This design comes from an exercise in tuning for small area on the open sky130 flow, not from production work.
Function was checked by simulation only, so behaviour that the tests miss may differ from the original.
No activity file was given, so power comes from the tool's default toggle rates.

## onyx
==> flow/design.v (excerpt) <==
module dcache
(
    input  wire logic                     clock,
    input  wire logic                     reset,
    input  wire logic                     req_valid,
    input  wire mem_pkg::mem_op_t         req_op,
    input  wire dcache_pkg::access_size_t req_size,
    input  wire mem_pkg::mem_addr_t       req_addr,
    input  wire logic [32-1:0]      req_wdata,
    output logic                          stall,
    output logic                          resp_valid,
    output logic [32-1:0]           resp_data,
    output mem_pkg::bus_cmd_t             mem_command,
    output mem_pkg::mem_addr_t            mem_addr,
    output mem_pkg::mem_block_t           mem_wdata,
    input  wire mem_pkg::mem_tag_t        mem_accept_tag,
    input  wire mem_pkg::mem_block_t      mem_rdata,
    input  wire mem_pkg::mem_tag_t        mem_resp_tag
);
    localparam int NL = 16;
    localparam int NB = 3;    
    logic        wt_q;        
    logic        wm_q;        
    logic        rd_acc_q;    
    logic [1:0]  rd_slot_q;   
    logic        held_op;
    logic [1:0]  held_size;
    logic [31:0] held_addr;
    logic [31:0] held_wdata;
  ...
clock: 10.0 ns
lec_check: 0
cap_margin: 20
core_margin: 2
core_utilization: 60
cts_buf_list: sky130_fd_sc_hd__clkbuf_4
cts_cluster_size: 20
place_density: 0.7
slew_margin: 20
run.sh (not shown) runs the stock make flow with config.mk's settings and CLKGATE_MAP_FILE= SYNTH_SCRIPT=/design/flow/synth_recipe.tcl, a recipe that flattens the netlist after the stock synthesis.
Input changes introduced in quartz (baseline for comparison: onyx):
# onyx
export LEC_CHECK = 0
export CAP_MARGIN = 20
export CORE_MARGIN = 2
export CORE_UTILIZATION = 60
export CTS_BUF_LIST = sky130_fd_sc_hd__clkbuf_4
export CTS_CLUSTER_SIZE = 20
export PLACE_DENSITY = 0.7
export SLEW_MARGIN = 20
create_clock -name core_clock -period 10.0 [get_ports {clock}]
# quartz
export LEC_CHECK = 0
export CAP_MARGIN = 20
export CORE_MARGIN = 2
export CORE_UTILIZATION = 30
export PLACE_DENSITY = 0.45
export SLEW_MARGIN = 20
create_clock -name core_clock -period 10.0 [get_ports {clock}]
==> results.txt <==
- Delta (quartz minus onyx): internal power summed over all cells grew by 0.00080 W, cell area has increased, pin count of the biggest net entering global routing lost 19, clock-buffer cell count now smaller.
- Looking at the reports, quartz completed the entire flow and the layout it produced met the timing, design-rule and antenna checks.
## Diff of input files: juniper against quartz
# quartz
export LEC_CHECK = 0
export CAP_MARGIN = 20
export CORE_MARGIN = 2
export CORE_UTILIZATION = 30
export PLACE_DENSITY = 0.45
export SLEW_MARGIN = 20
create_clock -name core_clock -period 10.0 [get_ports {clock}]
# juniper
export LEC_CHECK = 0
export CAP_MARGIN = 20
export CORE_MARGIN = 2
export CORE_UTILIZATION = 60
export CTS_BUF_LIST = sky130_fd_sc_hd__clkbuf_8
export CTS_CLUSTER_SIZE = 30
export PLACE_DENSITY = 0.7
export SLEW_MARGIN = 20
create_clock -name core_clock -period 10.0 [get_ports {clock}]
[summary]
Comparing juniper and quartz, the lower wire length of the first global-routing pass was measured on juniper.
juniper against quartz: area added between synthesis and finish down 4.3 points; core utilization of the finished layout up 33 points; total power down 0.0011 W; minimum setup slack after placement down 38 ps.
quartz -> juniper: floorplan die height decreased by more than a quarter
juniper ended up with a higher part of the cycle the worst path needs than quartz did.
Total CTS buffers: juniper vs quartz up about 60%
Sort juniper and quartz by minimum setup slack in the final design, descending, and quartz comes first.
juniper reports its critical path endpoint as lb_q[274] while quartz reports lb_q[834].
Compared with quartz, juniper shows a fmax that is 1.2 MHz lower.
Count of vias placed by the detailed router (lower): quartz

* * *

Another version of the RTL of dcache (not shown whole).
Size in the first run: ~4200 cells after synthesis, roughly 1800 flip-flops, about 270 I/O pins, roughly 0.070 mm^2 of cells after synthesis.
// dcache
module dcache
(
    input  wire logic                     clock,
    input  wire logic                     reset,
    input  wire logic                     req_valid,
    input  wire mem_pkg::mem_op_t         req_op,
    input  wire dcache_pkg::access_size_t req_size,
    input  wire mem_pkg::mem_addr_t       req_addr,
    input  wire logic [32-1:0]      req_wdata,
    output logic                          stall,
    output logic                          resp_valid,
    output logic [32-1:0]           resp_data,
    output mem_pkg::bus_cmd_t             mem_command,
    output mem_pkg::mem_addr_t            mem_addr,
    output mem_pkg::mem_block_t           mem_wdata,
    input  wire mem_pkg::mem_tag_t        mem_accept_tag,
    input  wire mem_pkg::mem_block_t      mem_rdata,
    input  wire mem_pkg::mem_tag_t        mem_resp_tag
);
==> flow/config.mk <==
export PLATFORM = sky130hd
export DESIGN_NAME = dcache
export DESIGN_NICKNAME = dcache
export VERILOG_FILES = /design/flow/design.v
export SDC_FILE = /design/flow/constraint.sdc
export NUM_CORES = 8
export LEC_CHECK = 0
export CAP_MARGIN = 20
export CORE_MARGIN = 2
export CORE_UTILIZATION = 60
export PLACE_DENSITY = 0.7
export SLEW_MARGIN = 20
==> flow/constraint.sdc <==
create_clock -name core_clock -period 10.0 [get_ports {clock}]
set_input_delay 2.0000 -clock core_clock [delete_from_list [all_inputs] [get_ports {clock}]]
set_output_delay 2.0000 -clock core_clock [all_outputs]
set_load 0.01 [all_outputs]
standard.sh (not shown) runs the stock make flow with config.mk's settings and CLKGATE_MAP_FILE= SYNTH_SCRIPT=/design/flow/synth_recipe.tcl, a recipe that flattens the netlist after the stock synthesis.
==> flow/flow/run.sh <==
#!/bin/bash
# The standard flow (standard.sh) with three changes:
#  - synthesis is the standard one, except that the final ABC technology
#    mapping uses an area-oriented script (flow/area.abc); registers are
#    mapped before ABC runs, so they are the standard synthesis's
#  - port buffers use the smallest buffer cell
#  - clock tree: no dummy loads, explicit leaf clustering
set -euo pipefail
W=$(pwd)
cat > my_synth.tcl <<T
proc abc {args} {
  set i [lsearch -exact \$args -script]
  if { \$i >= 0 } { lset args [expr {\$i + 1}] $W/flow/area.abc }
  yosys abc {*}\$args
}
source $W/synth_recipe.tcl
T
sed "s#SYNTH_SCRIPT=[^ ]*#SYNTH_SCRIPT=$W/my_synth.tcl#" standard.sh > my_standard.sh
grep -q "SYNTH_SCRIPT=$W/my_synth.tcl" my_standard.sh
export BUFFER_PORTS_ARGS="-buffer_cell sky130_fd_sc_hd__buf_1"
export CTS_ARGS="-sink_clustering_enable -repair_clock_nets -dont_use_dummy_load -buf_list sky130_fd_sc_hd__clkbuf_8 -sink_clustering_size 14 -sink_clustering_max_diameter 60"
bash my_standard.sh > standard.log 2>&1
==> flow/flow/area.abc <==
&get -n
&st
&dch -f
&nf -a -p -R 1000
&st
&dch -f
&nf -a -p -R 1000
&put
topo
stime -c
The first run went through all stages and came out clean.
Edit:
==> flow/flow/run.sh (replaced) <==
#!/bin/bash
# Standard ORFS flow (the standard.sh, unchanged synthesis), with:
#  - port buffers of the smallest buffer cell instead of the tool's pick
#  - clock tree: no dummy loads, explicit leaf clustering
set -euo pipefail
export BUFFER_PORTS_ARGS="-buffer_cell sky130_fd_sc_hd__buf_1"
export CTS_ARGS="-sink_clustering_enable -repair_clock_nets -dont_use_dummy_load -buf_list sky130_fd_sc_hd__clkbuf_8 -sink_clustering_size 14 -sink_clustering_max_diameter 60"
bash standard.sh > standard.log 2>&1
removed: flow/flow/area.abc
After rerunning: Non-clock buffer count shrinks by 33; setup slack is better by 0.50 ns; count of clock-buffer cells in the layout does not change; cell count came out higher by a few percent; sequential power is about the same; cell area climbs by a few percent; flip-flop and latch count does not change; power rises slightly.

* * *

== branch fjord ==
dcache, a different RTL version from the one above (not shown whole).
Size: about 4,200 cells after synthesis, about 270 I/O pins, roughly 69,000 µm² of cells after synthesis.
Settings: LEC_CHECK=0, CAP_MARGIN=20, CORE_MARGIN=2, CORE_UTILIZATION=70, PLACE_DENSITY=0.8, SLEW_MARGIN=20; clock period 10.0 ns.
==> flow/flow/run.sh <==
#!/bin/bash
# The standard flow (standard.sh) with three changes:
#  - synthesis is the standard one, except for the final ABC technology
#    mapping: it is run with each of the area-oriented scripts flow/*.abc
#    and the smallest result is kept (registers are mapped before ABC runs,
#    so they are the standard synthesis's)
#  - port buffers use the smallest buffer cell
#  - clock tree: no dummy loads, explicit leaf clustering
set -euo pipefail
W=$(pwd)
cat > my_synth.tcl <<T
proc abc {args} {
  set i [lsearch -exact \$args -script]
  yosys design -save pre_abc
  set best ""
  set best_area 1e30
  foreach s [lsort [glob $W/flow/*.abc]] {
    yosys design -load pre_abc
    lset args [expr {\$i + 1}] \$s
    yosys abc {*}\$args
    yosys opt_clean -purge
    set st [tee -q -s result.string stat {*}\$::lib_args]
    regexp {Chip area for module [^:]*: ([0-9.]+)} \$st -> area
    puts "ABC script \$s: area \$area"
    if { \$area < \$best_area } { set best_area \$area; set best \$s }
  }
  puts "ABC script chosen: \$best (area \$best_area)"
  yosys design -load pre_abc
  lset args [expr {\$i + 1}] \$best
  yosys abc {*}\$args
}
source $W/synth_recipe.tcl
T
sed "s#SYNTH_SCRIPT=[^ ]*#SYNTH_SCRIPT=$W/my_synth.tcl#" standard.sh > my_standard.sh
grep -q "SYNTH_SCRIPT=$W/my_synth.tcl" my_standard.sh
export BUFFER_PORTS_ARGS="-buffer_cell sky130_fd_sc_hd__buf_1"
export CTS_ARGS="-sink_clustering_enable -repair_clock_nets -dont_use_dummy_load -buf_list sky130_fd_sc_hd__clkbuf_8 -sink_clustering_size 14 -sink_clustering_max_diameter 60"
bash my_standard.sh > standard.log 2>&1
==> flow/flow/b11.abc <==
&get -n
&st
&dc2
&st
&dch -f
&nf -a -p -R 1000
&st
&dch -f
&nf -a -p -R 1000
&put
topo
stime -c
==> flow/flow/b13.abc <==
&get -n
&st
&dch
&nf -a -p -R 1000
&st
&dch
&nf -a -p -R 1000
&put
topo
stime -c
==> flow/flow/b6.abc <==
&get -n
&st
&dch -f
&nf -a -p -R 1000
&st
&dch -f
&nf -a -p -R 1000
&put
topo
stime -c
==> flow/flow/b7.abc <==
&get -n
&st
&dch -f
&nf -a -p -R 1000
&st
&dch -f
&nf -a -p -R 1000
&st
&dch -f
&nf -a -p -R 1000
&put
topo
stime -c
> inputs changed (branch fjord -> branch lagoon)
Settings: a change of PLACE_DENSITY from 0.8 to 0.7; a change of CORE_UTILIZATION from 70 to 60.
==> comparison <==
The fraction of layout cells with a size suffix above 1 was comparable across branch fjord and branch lagoon.
Comparing branch fjord and branch lagoon, the lower number of filler cells placed in the layout is on branch fjord.
Reported net switching power: branch fjord and branch lagoon compared, lower one is branch fjord
Via count down 1,349 in branch lagoon wrt branch fjord
On critical path depth: branch lagoon sits above branch fjord.
Comparing branch fjord against branch lagoon, there is no change at all in synthesized-area fraction occupied by ao, oa, aoi and oai cells.
branch lagoon vs branch fjord, worst setup slack went down by 640 ps.

-- what the ideal ports hide --
In the flow no input, the clock included, has a driving cell. The finished layouts below were timed again as built, in two steps.
Step 1: set_driving_cell puts a clkbuf_16 on clock and a buf_2 on each other input, an assumption about the parent block.
Step 2 times the ports against the registers' clock, not the clock port: input delays grow and output delays shrink by t, the midpoint of the rising clock arrivals with the driver on.
Slacks: ideal ports / drivers / drivers and shift; pairs: ideal ports / drivers.
run	t, ns	slack for setup (ns)	worst hold slack (ns)
onyx	1.407	2.275 / 2.321 / 0.913	0.452 / 0.452 / 0.452
quartz	0.934	1.925 / 1.978 / 1.044	0.447 / 0.447 / 0.447
juniper	1.036	1.846 / 1.888 / 0.852	0.447 / 0.447 / 0.447
the first run of note 2	0.931	1.248 / 1.248 / 0.382	0.481 / 0.481 / 0.481
the second run of note 2	0.968	1.749 / 1.786 / 0.828	0.482 / 0.482 / 0.482
branch fjord	0.939	1.646 / 1.696 / 0.758	0.482 / 0.482 / 0.482
branch lagoon	0.948	1.007 / 1.055 / 0.107	0.479 / 0.479 / 0.479
After both steps setup and hold are still met in every run listed. The setup slack of onyx, which loses most, moves by +0.046 ns with the drivers and by -1.362 ns with both steps.
